This design comes from an exercise in tuning for small area, a short achievable clock period and few clock cycles per item on the open sky130 flow, not from production work. At most, simulation tests tie the RTL to the original design; equivalence was not proved. Function not checked in run 2: the RTL went through the layout flow alone. Power is estimated from default activity; no workload was simulated. The clock port is modelled as an ideal driver; clocking choices that lean on that would not hold on a real chip.

==> flow/design.v <==
`default_nettype none
package bubf_pkg;
    localparam int FUNC_W = 3;
    localparam int BYTE_W = 8;
    localparam int DIV_W  = 13;
    localparam int OUT_BITS = 2 * BYTE_W + DIV_W + 4;
    localparam int OUT_W    = ((OUT_BITS + 7) / 8) * 8;
    localparam logic [FUNC_W-1:0] FUNC_RD_DATA   = 3'd0;
    localparam logic [FUNC_W-1:0] FUNC_RD_STATUS = 3'd1;
    localparam logic [FUNC_W-1:0] FUNC_WR_DATA   = 3'd2;
    localparam logic [FUNC_W-1:0] FUNC_WR_CMD    = 3'd3;
    localparam logic [FUNC_W-1:0] FUNC_RX_BYTE   = 3'd4;
    localparam logic [FUNC_W-1:0] FUNC_TX_READY  = 3'd5;
    localparam logic [BYTE_W-1:0] ASCII_0 = 8'h30;
    localparam logic [BYTE_W-1:0] ASCII_9 = 8'h39;
    localparam logic [BYTE_W-1:0] STATUS_READY = 8'hFF;
    localparam int unsigned ClockHz = 20000000;
    localparam int unsigned Oversample = 16;
    localparam int unsigned DIV_300     = ClockHz / Oversample / 300 - 1;
    localparam int unsigned DIV_600     = ClockHz / Oversample / 600 - 1;
    localparam int unsigned DIV_1200    = ClockHz / Oversample / 1200 - 1;
    localparam int unsigned DIV_2400    = ClockHz / Oversample / 2400 - 1;
    localparam int unsigned DIV_4800    = ClockHz / Oversample / 4800 - 1;
    localparam int unsigned DIV_9600    = ClockHz / Oversample / 9600 - 1;
    localparam int unsigned DIV_19200   = ClockHz / Oversample / 19200 - 1;
    localparam int unsigned DIV_38400   = ClockHz / Oversample / 38400 - 1;
    localparam int unsigned DIV_125000  = ClockHz / Oversample / 125000 - 1;
    localparam int unsigned DIV_1250000 = ClockHz / Oversample / 1250000 - 1;
    localparam int unsigned DIV_250000  = ClockHz / Oversample / 250000 - 1;
    localparam logic [DIV_W-1:0] DIV_RESET = DIV_W'(DIV_250000);
    localparam logic [DIV_W-1:0] DIV_MAX   = DIV_W'(DIV_300);
    typedef struct packed {
        logic [FUNC_W-1:0] func;
        logic              hit;        
        logic              rx_avail;   
        logic              overflow;
        logic [DIV_W-1:0]  divisor;
    } s1_ctrl_t;
    function automatic logic [DIV_W-1:0] divisor_lookup(input logic [BYTE_W-1:0] b);
        logic [DIV_W-1:0] d;
        d = DIV_W'(DIV_38400);
        if (b >= ASCII_0 && b <= ASCII_9)
        begin
            case (4'(b - ASCII_0))
                4'd0:    d = DIV_W'(DIV_300);
                4'd1:    d = DIV_W'(DIV_600);
                4'd2:    d = DIV_W'(DIV_1200);
                4'd3:    d = DIV_W'(DIV_2400);
                4'd4:    d = DIV_W'(DIV_4800);
                4'd5:    d = DIV_W'(DIV_9600);
                4'd6:    d = DIV_W'(DIV_19200);
                4'd7:    d = DIV_W'(DIV_38400);
                4'd8:    d = DIV_W'(DIV_125000);
                4'd9:    d = DIV_W'(DIV_1250000);
                default: d = DIV_W'(DIV_38400);
            endcase
        end
        divisor_lookup = d;
    endfunction
endpackage
`default_nettype wire
`default_nettype none
module bubf_ring_ram (
    input  wire logic       clk,
    input  wire logic       rst_n,
    input  wire logic [4:0] ph,
    input  wire logic       push,
    input  wire logic       pop,
    input  wire logic       rd_sel,    
    input  wire logic [7:0] din,
    output logic      [7:0] dout,      
    output logic            nempty_n,  
    output logic            full_n     
);
    logic [4:0]   head_s, tail_s;
    logic [7:0]   cnt;
    logic         nempty_r, full_r, cnt_ge8, cnt_gt8;
    logic [7:0]   pend, hv;
    logic [31:0]  fire_r;              
    logic [7:0]   hlt, lt, win;
    logic [7:0]   toh, hoh;
    logic [63:0]  wbuf, hreg;
    logic [7:0]   cap, rdl, ld;
    logic [31:0]  fire_n;
    logic [4:0]   dh, dt;
    assign nempty_n = push || (pop ? (cnt != 8'd1) : nempty_r);
    assign full_n   = push ? (cnt == 8'd254) : (!pop && full_r);
    logic [7:0] toh_x;
    assign toh = toh_x ^ 8'h01;
    logic [7:0] tsel_x, tsel;
    assign tsel = tsel_x ^ 8'h01;
    assign hoh[0] = !hlt[0];
    genvar k;
    generate
        for (k = 1; k < 8; k = k + 1)
        begin : g_hoh
            assign hoh[k] = hlt[k-1] && !hlt[k];
        end
    endgenerate
    logic [7:0] h_at, w_at;
    logic       hv_at;
    always_comb
    begin
        h_at  = 8'h00;
        w_at  = 8'h00;
        hv_at = 1'b0;
        for (int i = 0; i < 8; i++)
        begin
            h_at  = h_at  | (hreg[i*8 +: 8] & {8{tsel[i]}});
            w_at  = w_at  | (wbuf[i*8 +: 8] & {8{tsel[i]}});
            hv_at = hv_at | (hv[i] & tsel[i]);
        end
    end
    assign dout = (h_at & {8{rd_sel && hv_at}}) | (w_at & {8{rd_sel && !hv_at}});
    logic [3:0] wa, wb;
    genvar p;
    generate
        for (p = 0; p < 4; p = p + 1)
        begin : g_wcmp
            assign wa[p] = (dh == 5'(8*p - 1));
            assign wb[p] = (dh == 5'(8*p - 2));
        end
    endgenerate
    logic e0, e1;
    logic [1:0] cap_tap;
    assign e0      = (dt[2:0] == 3'd0);
    assign e1      = (dt[2:0] == 3'd1);
    assign cap_tap = dt[4:3];
    logic h_inc, t_inc;
    assign h_inc = push && hoh[7];
    assign t_inc = pop && toh[7];
    genvar l;
    generate
        for (l = 0; l < 8; l = l + 1)
        begin : g_loop
            logic [255:0] sr;          
            logic [31:0]  tap;         
            logic [7:0]   tap_sel;
            logic         cap_keep, cap_pop, fire_any;
            for (p = 0; p < 4; p = p + 1)
            begin : g_tap
                assign tap[p*8 +: 8] = fire_r[l*4 + p] ? wbuf[l*8 +: 8]
                                                       : sr[((8*p + 31) % 32)*8 +: 8];
                assign fire_n[l*4 + p] = ld[l] ? wa[p]
                                               : (pend[l] && (hlt[l] ? wa[p] : wb[p]));
            end
            assign fire_any = |fire_r[l*4 +: 4];
            always_ff @(posedge clk)
            begin
                for (int j = 0; j < 32; j++)
                begin
                    if (j % 8 == 0)
                        sr[j*8 +: 8] <= tap[(j/8)*8 +: 8];
                    else
                        sr[j*8 +: 8] <= sr[(j-1)*8 +: 8];
                end
            end
            assign rdl[l]   = pop && toh[l];
            assign cap_keep = !hv[l] && win[l] && (lt[l] ? e1 : e0);
            assign cap_pop  = toh[l] ? (cnt_gt8 && e1) : cap_keep;
            assign cap[l]   = pop ? cap_pop : cap_keep;
            assign ld[l]    = push && hoh[l];
            assign tap_sel  = tap[cap_tap*8 +: 8];
            always_ff @(posedge clk)
            begin
                if (ld[l])
                    wbuf[l*8 +: 8] <= din;
                if (cap[l])
                    hreg[l*8 +: 8] <= tap_sel;
                fire_r[l*4 +: 4] <= fire_n[l*4 +: 4];
            end
            always_ff @(posedge clk or negedge rst_n)
            begin
                if (!rst_n)
                begin
                    pend[l] <= 1'b0;
                    hv[l]   <= 1'b0;
                    win[l]  <= 1'b0;
                end
                else
                begin
                    pend[l] <= ld[l] || (pend[l] && !fire_any);
                    hv[l]   <= cap[l] || (hv[l] && !rdl[l]);
                    if (ld[l] && !cnt_ge8)
                        win[l] <= 1'b1;
                    else if (rdl[l] && !cnt_gt8)
                        win[l] <= 1'b0;
                end
            end
        end
    endgenerate
    always_ff @(posedge clk or negedge rst_n)
    begin
        if (!rst_n)
        begin
            head_s   <= '0;
            tail_s   <= '0;
            dh       <= '0;
            dt       <= '0;
            cnt      <= '0;
            hlt      <= '0;
            lt       <= '0;
            toh_x    <= '0;
            tsel_x   <= '0;
            nempty_r <= 1'b0;
            full_r   <= 1'b0;
            cnt_ge8  <= 1'b0;
            cnt_gt8  <= 1'b0;
        end
        else
        begin
            dh <= h_inc ? dh : 5'(dh + 5'd1);
            dt <= t_inc ? dt : 5'(dt + 5'd1);
            if (push)
            begin
                if (hoh[7])
                    head_s <= 5'(head_s + 5'd1);
                hlt      <= hoh[7] ? 8'h00 : {hlt[6:0], 1'b1};
                cnt      <= cnt + 8'd1;
                nempty_r <= 1'b1;
                full_r   <= (cnt == 8'd254);
                cnt_ge8  <= (cnt > 8'd6);
                cnt_gt8  <= (cnt > 8'd7);
            end
            else if (pop)
            begin
                if (toh[7])
                    tail_s <= 5'(tail_s + 5'd1);
                lt       <= toh[7] ? 8'h00 : {lt[6:0], 1'b1};
                toh_x    <= {toh[6:0], toh[7]} ^ 8'h01;
                tsel_x   <= {tsel[6:0], tsel[7]} ^ 8'h01;
                cnt      <= cnt - 8'd1;
                nempty_r <= (cnt != 8'd1);
                full_r   <= 1'b0;
                cnt_ge8  <= (cnt > 8'd8);
                cnt_gt8  <= (cnt > 8'd9);
            end
        end
    end
endmodule
`default_nettype wire
`default_nettype none
module bus_uart_bridge_fifo_core #(
    parameter int RING_DEPTH = 256
) (
    input  wire logic        clk,
    input  wire logic        rst_n,
    input  wire logic        s_tvalid,
    output logic             s_tready,
    input  wire logic [7:0]  s_tdata,    
    input  wire logic [2:0]  s_tuser,    
    output logic             m_tvalid,
    input  wire logic        m_tready,
    output logic [bubf_pkg::OUT_W-1:0] m_tdata
);
    logic       in_v, sk_v;
    logic [2:0] sk_f;
    logic [7:0] in_d, sk_d;
    logic       rx_rd, rx_st, tx_rd, rx_wr, tx_wr, ovf, in_cmd, in_rel;
    logic       out_valid, out_valid_o;
    logic [7:0] out_bus_data, out_tx_byte;
    logic       out_bus_drive, out_wait_release, out_tx_valid, out_overflow;
    logic [bubf_pkg::DIV_W-1:0] divisor_x;
    logic [4:0] ph;
    logic       adv, acc, ld_in;
    logic       rx_push, rx_pop, tx_push, tx_pop;
    logic       rx_nempty_n, rx_full_n, tx_nempty_n, tx_full_n;
    logic [7:0] rx_dout, tx_dout;
    logic       sk_v_o;
    assign s_tready = !sk_v_o;
    assign acc      = s_tvalid && !sk_v;
    assign adv      = !out_valid || m_tready;
    assign ld_in    = !in_v || adv;
    assign rx_pop  = adv && rx_rd;
    assign rx_push = adv && rx_wr;
    assign tx_pop  = adv && tx_rd;
    assign tx_push = adv && tx_wr;
    bubf_ring_ram u_rx_ram (
        .clk      (clk),
        .rst_n    (rst_n),
        .ph       (ph),
        .push     (rx_push),
        .pop      (rx_pop),
        .rd_sel   (rx_rd),
        .din      (in_d),
        .dout     (rx_dout),
        .nempty_n (rx_nempty_n),
        .full_n   (rx_full_n)
    );
    bubf_ring_ram u_tx_ram (
        .clk      (clk),
        .rst_n    (rst_n),
        .ph       (ph),
        .push     (tx_push),
        .pop      (tx_pop),
        .rd_sel   (tx_rd),
        .din      (in_d),
        .dout     (tx_dout),
        .nempty_n (tx_nempty_n),
        .full_n   (tx_full_n)
    );
    logic [7:0] bus_data_n;
    assign bus_data_n = rx_dout | {8{rx_st}};
    logic [2:0] f_sel;
    logic [7:0] d_sel;
    logic       new_v;
    assign f_sel = sk_v ? sk_f : s_tuser;
    assign d_sel = sk_v ? sk_d : s_tdata;
    assign new_v = sk_v || acc;
    logic in_st;
    always_ff @(posedge clk or negedge rst_n)
    begin
        if (!rst_n)
        begin
            rx_rd  <= 1'b0;
            rx_st  <= 1'b0;
            in_st  <= 1'b0;
            tx_rd  <= 1'b0;
            rx_wr  <= 1'b0;
            tx_wr  <= 1'b0;
            ovf    <= 1'b0;
            in_cmd <= 1'b0;
            in_rel <= 1'b0;
        end
        else if (ld_in)
        begin
            rx_rd  <= new_v && (f_sel == bubf_pkg::FUNC_RD_DATA)   && rx_nempty_n;
            rx_st  <= new_v && (f_sel == bubf_pkg::FUNC_RD_STATUS) && rx_nempty_n;
            in_st  <= new_v && (f_sel == bubf_pkg::FUNC_RD_STATUS);
            tx_rd  <= new_v && (f_sel == bubf_pkg::FUNC_TX_READY)  && tx_nempty_n;
            rx_wr  <= new_v && (f_sel == bubf_pkg::FUNC_RX_BYTE)   && !rx_full_n;
            tx_wr  <= new_v && (f_sel == bubf_pkg::FUNC_WR_DATA)   && !tx_full_n;
            ovf    <= new_v && (((f_sel == bubf_pkg::FUNC_RX_BYTE) && rx_full_n)
                                || ((f_sel == bubf_pkg::FUNC_WR_DATA) && tx_full_n));
            in_cmd <= new_v && (f_sel == bubf_pkg::FUNC_WR_CMD);
            in_rel <= new_v && (f_sel[2] == 1'b0);
        end
    end
    always_ff @(posedge clk or negedge rst_n)
    begin
        if (!rst_n)
        begin
            ph          <= '0;
            in_v        <= 1'b0;
            sk_v        <= 1'b0;
            sk_v_o      <= 1'b0;
            out_valid   <= 1'b0;
            out_valid_o <= 1'b0;
            divisor_x   <= '0;
        end
        else
        begin
            ph <= ph + 5'd1;
            if (ld_in)
            begin
                in_v <= new_v;
                sk_v <= 1'b0;
            end
            else if (acc)
            begin
                sk_v <= 1'b1;
            end
            if (ld_in)
                sk_v_o <= 1'b0;
            else if (s_tvalid && !sk_v_o)
                sk_v_o <= 1'b1;
            if (adv)
            begin
                out_valid <= in_v;
            end
            if (!out_valid_o || m_tready)
            begin
                out_valid_o <= in_v;
            end
            if (adv && in_cmd)
            begin
                divisor_x <= bubf_pkg::divisor_lookup(in_d) ^ 13'h0004;
            end
        end
    end
    always_ff @(posedge clk)
    begin
        if (ld_in)
        begin
            in_d <= d_sel;
        end
        if (acc)
        begin
            sk_f <= s_tuser;
            sk_d <= s_tdata;
        end
    end
    always_ff @(posedge clk or negedge rst_n)
    begin
        if (!rst_n)
        begin
            out_bus_data     <= '0;
            out_bus_drive    <= 1'b0;
            out_wait_release <= 1'b0;
            out_tx_byte      <= '0;
            out_tx_valid     <= 1'b0;
            out_overflow     <= 1'b0;
        end
        else if (adv)
        begin
            out_bus_data     <= bus_data_n;
            out_bus_drive    <= in_st || rx_rd;
            out_wait_release <= in_rel;
            out_tx_byte      <= tx_dout;
            out_tx_valid     <= tx_rd;
            out_overflow     <= ovf;
        end
    end
    assign m_tvalid = out_valid_o;
    assign m_tdata  = {
        (bubf_pkg::OUT_W - bubf_pkg::OUT_BITS)'(0),
        out_overflow, divisor_x ^ 13'h0004, out_tx_valid, out_tx_byte,
        out_wait_release, out_bus_drive, out_bus_data
    };
endmodule
`default_nettype wire
==> flow/flow/run.sh <==
#!/bin/bash
# Standard layout, with clock tree synthesis told to build larger sink
# clusters and to add no dummy loads, and the port buffers made buf_4.
set -euo pipefail
export CTS_ARGS="-sink_clustering_enable -repair_clock_nets -dont_use_dummy_load -sink_clustering_size 34 -sink_clustering_max_diameter 60"
export BUFFER_PORTS_ARGS="-buffer_cell sky130_fd_sc_hd__buf_4"
bash standard.sh finish > standard_flow.log 2>&1
==> flow/standard.sh <==
#!/bin/bash
# synth_recipe.tcl (not shown) runs the flow's synth.tcl, then flattens the netlist and writes it again
# the make line also repeats each setting of config.mk as NAME=value (left out here)
make -C /OpenROAD-flow-scripts/flow DESIGN_CONFIG=/design/flow/config.mk WORK_HOME=/design/flow/orfs CLKGATE_MAP_FILE= SYNTH_SCRIPT=/design/flow/synth_recipe.tcl "${@:-finish}"
==> flow/config.mk <==
export PLATFORM = sky130hd
export DESIGN_NAME = bus_uart_bridge_fifo_core
export DESIGN_NICKNAME = bus_uart_bridge_fifo_core
export VERILOG_FILES = /design/flow/design.v
export SDC_FILE = /design/flow/constraint.sdc
export NUM_CORES = 4
export LEC_CHECK = 0
export ABC_CLOCK_PERIOD_IN_PS = 2200
export CAP_MARGIN = 20
export CORE_MARGIN = 2
export CORE_UTILIZATION = 60
export PLACE_DENSITY = 0.7
export SETUP_SLACK_MARGIN = 2.4
export SLEW_MARGIN = 20
==> flow/constraint.sdc <==
create_clock -name core_clock -period 4.8 [get_ports {clk}]
set_input_delay 0.9600 -clock core_clock [delete_from_list [all_inputs] [get_ports {clk}]]
set_output_delay 0.9600 -clock core_clock [all_outputs]
set_load 0.01 [all_outputs]
==> out/results.ini, run 1 <==
[synthesis]
ys_types=75
async_flop_share_pct=4.30
syn_avg_cell_area_um2=17.1
synthesis.area_mm2=0.114
synth-main-ff-cell=dfxtp_1
synth_edf_count=275
ys_ff_latch=4647
netlist_instances=6635
synth_warnings=2
yosysSeqAreaShare_pct=85.2

[drt]
drc=0
via_count=47700
drt_iter0_drc=4233
viasPerCell=5.18
dr.pass1.iters=6
antenna_left=0
drt-total-wl_um=201000
wl_per_cell_um=21.9

[worst_setup_path]
critPathArrivalTime_ns=1.49
required_ns=3.84
crit_buf_inv=1
end_kind=primary output
cp_slowest_cell=dfrtp_2
critPathMaxFanout=2
max_stage_delay_ns=0.48
path_class=flop to primary output
cp-start-kind=flop
critical-path-top-delay-family=flip-flops
path_cells=buf_6

[clocking]
cts_buffers=181
clock_tree.root_cell=clkbuf_16
path_clk_slew_ns=0.11
htreeDepth=4
clockBufferDepth=3
clock_latency_ns=0.86
cts_tree=done
clock_sinks=4647

[final_layout]
final_common_cell=dfxtp_1
nNetsFinal=6748
drive_above_1_share_pct=15.5
final_cell_mix=dfxtp_1, mux2_2, edfxtp_1, nand2_1
area_growth_pct=7.02

[global_route]
grt_pass1_wl_um=298000
grt_pass1_vias=46800
grt_max_degree=115
antenna_found_initial=2
grt_overflow=0
grt_use_total_pct=20.8

[sta]
rsz0062_at_grt=yes
finalCritPeriodShare_pct=51.0
fmax_mhz=408
maxSlewHeadroom_pct=28.4
slew_violations=0
hold_viol=0
finalSetupViolations=0
worst_slew_pin_slew_ns=1.07
tns_ns=0
fin_skew_ns=0.0856
period_minus_slack_ns=2.45
setup_slack_ns=2.35

[pwr]
combPwrFrac_pct=4.3
intPower_mw=49.2
power_density_mw_per_mm2=516
ir_drop_mv=0.409
power_switching_mw=13.5
totalPowerFinal_mw=62.7
seqPwrFrac_pct=68.2
switching_share_pct=21.6
leakage_nw=48.5
p_clk_share_pct=27.5

[placed_design]
port_buffers=49
hpwlAfterDp_um=129000
place_ws_ns=1.15
gp_congestion=0.939

[floorplan]
start_util_pct=60.4
fp.dieH_um=439
die_w_um=439
core_mm2=0.188
die_area_mm2=0.193
ios=57
rows=159

[run]
max-cap-violations=0

[outcome]
status=finished clean

[hold_path]
hold_class=flop to flop

synthesized netlist by cell type (16+ instances only):
| cell type | n | share of area [%] |
|---|---|---|
| dfxtp_1 | 4172 | 74 |
| mux2_2 | 536 | 5.3 |
| edfxtp_1 | 275 | 7.3 |
| nand2_1 | 246 | 0.81 |
| dfrtp_1 | 200 | 4.4 |
| clkbuf_1 | 139 | 0.46 |
| mux4_2 | 128 | 2.5 |
| nor2_1 | 80 | 0.26 |
| a22oi_1 | 77 | 0.51 |
| a22o_1 | 73 | 0.56 |
| o21ai_0 | 66 | 0.29 |
| nand3_1 | 61 | 0.27 |
| buf_2 | 38 | 0.17 |
| a221oi_1 | 36 | 0.28 |
| a31oi_1 | 34 | 0.19 |
| o22ai_1 | 34 | 0.19 |
| a21o_1 | 30 | 0.20 |
| buf_4 | 30 | 0.20 |
| ha_1 | 28 | 0.31 |
| nand2b_1 | 28 | 0.15 |
| inv_1 | 25 | 0.083 |
| a21oi_1 | 21 | 0.093 |
| a2bb2oi_1 | 21 | 0.16 |
| a32oi_1 | 21 | 0.16 |
| xnor2_1 | 21 | 0.16 |
| nor4_1 | 19 | 0.10 |
| o31ai_1 | 18 | 0.12 |
| mux2i_1 | 16 | 0.14 |
cell families (layout without fill, tap and decap cells):
kind of cell	after synthesis	after routing	synth area share, %
muxes	682	682	8.03
buffers and inverters	258	316	1.03
DFF	4647	4647	85.2
adders and majority gates	28	28	0.308
AOI/OAI and AO/OA	484	484	3.17
other	1	8	0.00330
and+or+nand+nor	507	511	2.04
xor gates and xnor gates	28	28	0.216
final timing paths:
check	cells past startpoint	to	from	slack, ns
min in group asynchronous	2	u_rx_ram.pend[6]	rst_n	0.57
worst max-delay path	1	m_tdata[5]	out_bus_data[5]	2.35
worst min-delay path	0	u_tx_ram.g_loop[5].sr[98]	u_tx_ram.g_loop[5].sr[90]	0.27
worst min register to register	0	u_tx_ram.g_loop[5].sr[98]	u_tx_ram.g_loop[5].sr[90]	0.27
worst max register to register	5	out_bus_data[1]	u_rx_ram.tsel_x[5]	2.51
max in group asynchronous	4	u_tx_ram.dt[4]	rst_n	2.83
registers in the layout, indices dropped and copies added, names as in the netlist, 12 cells and up, named ones only:
| signal | flops |
|---|---|
| divisor_x | 12 |
| u_tx_ram.wbuf | 64 |
| u_tx_ram.hreg | 64 |
| u_rx_ram.fire_r | 32 |
| u_rx_ram.hreg | 64 |
| u_tx_ram.fire_r | 32 |
| u_rx_ram.wbuf | 64 |
| u_rx_ram.g_loop.sr | 2048 |
| u_tx_ram.g_loop.sr | 2048 |
what timing repair did:
action,in CTS,in global routing
setup buffers,19,3
gates resized for setup,69,15
hold buffers,0,1
cloned,3,1
pin swaps,3,1
hold endpoints to repair,0,29
setup endpoints to repair,316,172
per-layer routing:
layer  wire length (um)  GRT usage [%]  vias up
li1                   -              -    22200
met1              87500           27.8    23500
met2              92500           33.3     1441
met3              10800           3.56      474
met4              10500           10.3        0
met5                  0              0        -
power by group through the flow:
stage	clock (mW)	sequential [mW]	combinational [mW]
floorplan	0	42.6	2.06
global placement	0	43.5	2.52
detailed placement	0	43.6	2.57
CTS	17.6	42.7	2.69
global route	19.0	43.0	2.90
finish	17.2	42.8	2.72
metrics by stage:
| stage | std cells | utilization, % | area, um^2 | hold slack, ns |
|---|---|---|---|---|
| after floorplan | 6641 | - | 114000 | 0.310 |
| after global placement | 8988 | 62.0 | 116000 | 0.309 |
| after detailed placement | 8988 | 62.0 | 116000 | 0.312 |
| after CTS | 9191 | 64.6 | 121000 | 0.145 |
| after global routing | 9198 | 64.7 | 122000 | 0.240 |
| final | 9199 | 64.7 | 122000 | 0.272 |
final cells by class:
class	instances	area [um^2]
sequential	4647	96800
timing repair buffer	104	997
tap	2495	3120
antenna	1	2.50
multi-input combinational	1740	16000
inverter	31	125
clock buffer	181	4530
fill	12900	66400
Testbench counts, summed over its fixed seeds: cycles 48,016, items 48,000.
==> run 2: changes to the inputs <==
--- a/flow/design.v
+++ b/flow/design.v
@@ -76,19 +76,16 @@
     logic [7:0]   cnt;
     logic         nempty_r, full_r, cnt_ge8, cnt_gt8;
     logic [7:0]   pend, hv;
-    logic [31:0]  fire_r;              
+    logic [31:0]  fire;                
     logic [7:0]   hlt, lt, win;
     logic [7:0]   toh, hoh;
     logic [63:0]  wbuf, hreg;
     logic [7:0]   cap, rdl, ld;
-    logic [31:0]  fire_n;
     logic [4:0]   dh, dt;
     assign nempty_n = push || (pop ? (cnt != 8'd1) : nempty_r);
     assign full_n   = push ? (cnt == 8'd254) : (!pop && full_r);
     logic [7:0] toh_x;
     assign toh = toh_x ^ 8'h01;
-    logic [7:0] tsel_x, tsel;
-    assign tsel = tsel_x ^ 8'h01;
     assign hoh[0] = !hlt[0];
     genvar k;
     generate
@@ -106,9 +103,9 @@
         hv_at = 1'b0;
         for (int i = 0; i < 8; i++)
         begin
-            h_at  = h_at  | (hreg[i*8 +: 8] & {8{tsel[i]}});
-            w_at  = w_at  | (wbuf[i*8 +: 8] & {8{tsel[i]}});
-            hv_at = hv_at | (hv[i] & tsel[i]);
+            h_at  = h_at  | (hreg[i*8 +: 8] & {8{toh[i]}});
+            w_at  = w_at  | (wbuf[i*8 +: 8] & {8{toh[i]}});
+            hv_at = hv_at | (hv[i] & toh[i]);
         end
     end
     assign dout = (h_at & {8{rd_sel && hv_at}}) | (w_at & {8{rd_sel && !hv_at}});
@@ -117,8 +114,8 @@
     generate
         for (p = 0; p < 4; p = p + 1)
         begin : g_wcmp
-            assign wa[p] = (dh == 5'(8*p - 1));
-            assign wb[p] = (dh == 5'(8*p - 2));
+            assign wa[p] = (dh == 5'(8*p));
+            assign wb[p] = (dh == 5'(8*p - 1));
         end
     endgenerate
     logic e0, e1;
@@ -139,12 +136,11 @@
             logic         cap_keep, cap_pop, fire_any;
             for (p = 0; p < 4; p = p + 1)
             begin : g_tap
-                assign tap[p*8 +: 8] = fire_r[l*4 + p] ? wbuf[l*8 +: 8]
-                                                       : sr[((8*p + 31) % 32)*8 +: 8];
-                assign fire_n[l*4 + p] = ld[l] ? wa[p]
-                                               : (pend[l] && (hlt[l] ? wa[p] : wb[p]));
+                assign fire[l*4 + p] = pend[l] && (hlt[l] ? wa[p] : wb[p]);
+                assign tap[p*8 +: 8] = fire[l*4 + p] ? wbuf[l*8 +: 8]
+                                                     : sr[((8*p + 31) % 32)*8 +: 8];
             end
-            assign fire_any = |fire_r[l*4 +: 4];
+            assign fire_any = |fire[l*4 +: 4];
             always_ff @(posedge clk)
             begin
                 for (int j = 0; j < 32; j++)
@@ -167,7 +163,6 @@
                     wbuf[l*8 +: 8] <= din;
                 if (cap[l])
                     hreg[l*8 +: 8] <= tap_sel;
-                fire_r[l*4 +: 4] <= fire_n[l*4 +: 4];
             end
             always_ff @(posedge clk or negedge rst_n)
             begin
@@ -201,7 +196,6 @@
             hlt      <= '0;
             lt       <= '0;
             toh_x    <= '0;
-            tsel_x   <= '0;
             nempty_r <= 1'b0;
             full_r   <= 1'b0;
             cnt_ge8  <= 1'b0;
@@ -228,7 +222,6 @@
                     tail_s <= 5'(tail_s + 5'd1);
                 lt       <= toh[7] ? 8'h00 : {lt[6:0], 1'b1};
                 toh_x    <= {toh[6:0], toh[7]} ^ 8'h01;
-                tsel_x   <= {tsel[6:0], tsel[7]} ^ 8'h01;
                 cnt      <= cnt - 8'd1;
                 nempty_r <= (cnt != 8'd1);
                 full_r   <= 1'b0;
==> flow/flow/run.sh (replaced) <==
#!/bin/bash
# Standard layout, with clock tree synthesis told to build larger sink
# clusters and to add no dummy loads, and the port buffers made buf_4.
set -euo pipefail
export CTS_ARGS="-sink_clustering_enable -repair_clock_nets -dont_use_dummy_load -sink_clustering_size 30 -sink_clustering_max_diameter 60"
export BUFFER_PORTS_ARGS="-buffer_cell sky130_fd_sc_hd__buf_4"
bash standard.sh finish > standard_flow.log 2>&1
==> run 2 against run 1 <==
Net effect:
- largest cell class unchanged
- critical path type is now flop to flop
- routed wire length up 6.6%
- first-iteration DRC count is 7.5% higher
- cell area rose by 1.6%
- highest routed layer is now met5
==> out/results.ini, run 2 <==
[outcome]
status=finished clean  ; unchanged

[synthesis]
netlist_instances=6632  ; was 6635
synth-main-ff-cell=dfxtp_1  ; unchanged
yosysSeqAreaShare_pct=85.7  ; was 85.2%
async_flop_share_pct=4.03  ; was 4.30%
synth_warnings=2  ; unchanged
synth_edf_count=275  ; unchanged
synthesis.area_mm2=0.111  ; was 0.114 mm^2
yosysMostFrequentCell=dfxtp_1  ; unchanged
synth_common_cells=dfxtp_1, mux2_2, edfxtp_1  ; unchanged
ys_ff_latch=4567  ; was 4647
yosysTopAreaCell=dfxtp_1  ; unchanged
synthTopCellsByArea=dfxtp_1, edfxtp_1, mux2_2  ; unchanged
ys_types=68  ; was 75
syn_avg_cell_area_um2=16.7  ; was 17.1 um^2
yosysTopAreaCellShare_pct=74.1  ; was 73.5%

[worst_setup_path]
end_kind=flop  ; was primary output
required_ns=5.38  ; was 3.84 ns
cp-start-kind=flop  ; unchanged
critPathArrivalTime_ns=3.30  ; was 1.49 ns
critPathMaxFanout=8  ; was 2
cp_slowest_cell=dfrtp_1  ; was dfrtp_2
path_class=flop to flop  ; was flop to primary output
crit_buf_inv=3  ; was 1
critical-path-top-delay-family=compound AO/OA/AOI/OAI gates  ; was flip-flops
max_stage_delay_ns=0.38  ; was 0.48 ns
path_cells=buf_4, ha_4, and3_4, ha_4, buf_12, o21ai_1, a21oi_4, buf_12, mux2_2, a22o_1, a221o_1  ; was buf_6

[drt]
drt-total-wl_um=214000  ; was 201000 um
drt_iter0_drc=4552  ; was 4233
viasPerCell=5.23  ; was 5.18
via_count=49300  ; was 47700
dr.pass1.iters=6  ; unchanged
wl_per_cell_um=22.8  ; was 21.9 um
drc=0  ; unchanged
antenna_left=0  ; unchanged

[pwr]
ir_drop_mv=0.515  ; was 0.409 mV
switching_share_pct=21.2  ; was 21.6%
seqPwrFrac_pct=67.2  ; was 68.2%
intPower_mw=47.8  ; was 49.2 mW
power_switching_mw=12.9  ; was 13.5 mW
combPwrFrac_pct=3.8  ; was 4.3%
power_density_mw_per_mm2=491  ; was 516 mW/mm^2
p_clk_share_pct=29.0  ; was 27.5%
leakage_nw=48.5  ; about the same

[clocking]
cts_buffers=190  ; was 181
clock_sinks=4567  ; was 4647
path_clk_slew_ns=0.10  ; was 0.11 ns
clock_tree.root_cell=clkbuf_16  ; unchanged
clockBufferDepth=3  ; unchanged
htreeDepth=4  ; unchanged
cts_tree=done  ; unchanged
clock_latency_ns=0.85  ; was 0.86 ns

[floorplan]
core_mm2=0.183  ; was 0.188 mm^2
fp.dieH_um=434  ; was 439 um
die_w_um=434  ; was 439 um
die_area_mm2=0.188  ; was 0.193 mm^2
rows=157  ; was 159
start_util_pct=60.5  ; was 60.4%
ios=57  ; unchanged

[sta]
worst_slew_pin_slew_ns=1.13  ; was 1.07 ns
slew_violations=0  ; unchanged
tns_ns=0  ; unchanged
maxSlewHeadroom_pct=24.7  ; was 28.4%
finalSetupViolations=0  ; unchanged
fmax_mhz=367  ; was 408 MHz
rsz0062_at_grt=yes  ; unchanged
fin_skew_ns=0.0871  ; was 0.0856 ns
period_minus_slack_ns=2.72  ; was 2.45 ns
finalCritPeriodShare_pct=56.7  ; was 51.0%
setup_slack_ns=2.08  ; was 2.35 ns
hold_viol=0  ; unchanged

[global_route]
grt_overflow=0  ; unchanged
grt_pass1_wl_um=312000  ; was 298000 um
grt_pass1_vias=48500  ; was 46800
grt_max_degree=142  ; was 115
grt_use_total_pct=22.5  ; was 20.8%
antenna_found_initial=4  ; was 2

[final_layout]
n_fill_cell=12100  ; was 12900
final_util_pct=67.3  ; was 64.7%
drive_above_1_share_pct=18.6  ; was 15.5%
final_common_cell=dfxtp_1  ; unchanged
multi_input_area_mm2=0.0169  ; was 0.0160 mm^2
register_area_mm2=0.0951  ; was 0.0968 mm^2
reg_top3=u_rx_ram.g_loop.sr: 2048 flops, u_tx_ram.g_loop.sr: 2048 flops  ; unchanged
final_cell_mix=dfxtp_1, mux2_2, edfxtp_1, nand2_1, clkbuf_16  ; was dfxtp_1, mux2_2, edfxtp_1, nand2_1
area_growth_pct=11.3  ; was 7.02%
nNetsFinal=6996  ; was 6748

[placed_design]
place_ws_ns=1.37  ; was 1.15 ns
port_buffers=49  ; unchanged
gp_congestion=0.946  ; was 0.939
hpwlAfterDp_um=130000  ; was 129000 um

[hold_path]
hold_class=flop to flop  ; unchanged

[run]
max-cap-violations=0  ; unchanged

-- run 2: changes by cell type in the layout (fill, tap and decap cells not counted), moves of 58 or more --
| cell | change |
|---|---|
| a221o_1 | +58 |
| buf_12 | +71 |
| buf_4 | +90 |
| dfxtp_1 | -64 |
| mux2_2 | -144 |
| mux2_4 | +129 |
| mux4_2 | -128 |
-- run 2: area by class of cell --
cell class                      instances  share of cell area, %
Inverter                               62                  0.214
Antenna cell                            2                0.00405
Timing Repair Buffer                  296                   2.77
Clock buffer                          190                   3.85
Tap cell                             2464                   2.50
Multi-Input combinational cell       1836                   13.7
Sequential cell                      4567                   77.0
-- run 2: cells by family (layout without fill, tap and decap cells) --
logic type	Yosys count	after routing	share of synthesized area, %
AO/OA/AOI/OAI	675	675	4.89
XOR/XNOR	28	28	0.221
adder cells (fa/ha/maj)	28	28	0.316
AND/OR/NAND/NOR	545	546	2.37
buffers and inverters	236	548	0.906
flip-flops	4567	4567	85.7
multiplexers	552	552	5.57
other	1	9	0.00338
-- run 2: repair_timing --
item	CTS	global route
endpoints found under the setup margin	919	303
gates cloned	1	0
buffers inserted	179	33
endpoints found under the hold margin	1	0
pin swaps	86	26
hold buffers	1	0
resized for setup	382	95
-- run 2: layer usage --
metal  share of wire (%)  global-route usage (%)  wire length (um)
met4                 4.8                    10.5             10200
met5              0.0056                       0                12
met2                  41                    31.5             87500
met1                  47                    33.7            102000
met3                 7.0                    4.57             14900
-- run 2: stage by stage --
step / cell area [um^2] / std cells / total power [mW] / hold WS (ns)
3_5_place_dp: 114000 / 9011 / 43.6 / 0.312
5_1_grt: 124000 / 9415 / 62.5 / 0.258
4_1_cts: 123000 / 9382 / 60.8 / 0.242
6_report: 124000 / 9417 / 60.7 / 0.266
2_1_floorplan: 111000 / 6638 / 42.5 / 0.310
3_3_place_gp: 114000 / 9011 / 43.5 / 0.309
-- run 2: worst paths after layout --
kind | start | to | slack [ns] | cells past startpoint
setup reg to reg | u_tx_ram.dh[0] | u_tx_ram.hreg[6] | 2.08 | 11
hold reg to reg | u_tx_ram.g_loop[2].sr[246] | u_tx_ram.g_loop[2].sr[254] | 0.27 | 0
min in group asynchronous | rst_n | ovf | 0.61 | 2
max in group asynchronous | rst_n | out_tx_valid | 2.86 | 3
hold / removal | u_tx_ram.g_loop[2].sr[246] | u_tx_ram.g_loop[2].sr[254] | 0.27 | 0
setup / recovery | u_tx_ram.dh[0] | u_tx_ram.hreg[6] | 2.08 | 11
-- run 2: power by group through the flow --
stage               combinational (mW)  sequential (mW)  clock [mW]
floorplan                         1.42             41.0           0
global placement                  1.96             41.5           0
detailed placement                2.00             41.6           0
CTS                               2.21             40.7        17.9
global route                      2.43             40.9        19.2
finish                            2.30             40.8        17.6

## re-timing with driven ports
The results above use ideal ports. As a check the final layouts listed here were re-extracted and re-timed, cells and wires unchanged. Step 1 (the two cells are an assumption about what drives the block):
set clk [get_ports {clk}]
set_driving_cell -lib_cell sky130_fd_sc_hd__clkbuf_16 $clk
set_driving_cell -lib_cell sky130_fd_sc_hd__buf_2 [delete_from_list [all_inputs] $clk]
Step 2, shift: input delay + t, output delay - t, t = (earliest + latest rising clock arrival at the registers) / 2. This alone moves slack from input paths to output paths. Three values: ideal, step 1, step 2; two values: the first two.
run	t (ns)	setup slack, ns	latest minus earliest clock arrival (ns)	worst register clock-pin slew, ns	cell pins on the clock port's net
run 1	0.912	2.350 / 2.264 / 1.802	0.102 / 0.102	0.12 / 0.12	1
run 2	0.903	2.077 / 2.077 / 1.779	0.118 / 0.118	0.11 / 0.11	1
After both steps every run listed still meets setup and hold. For run 1, which loses most, drivers alone change the setup slack by -0.086 ns; drivers and shift together by -0.548 ns.
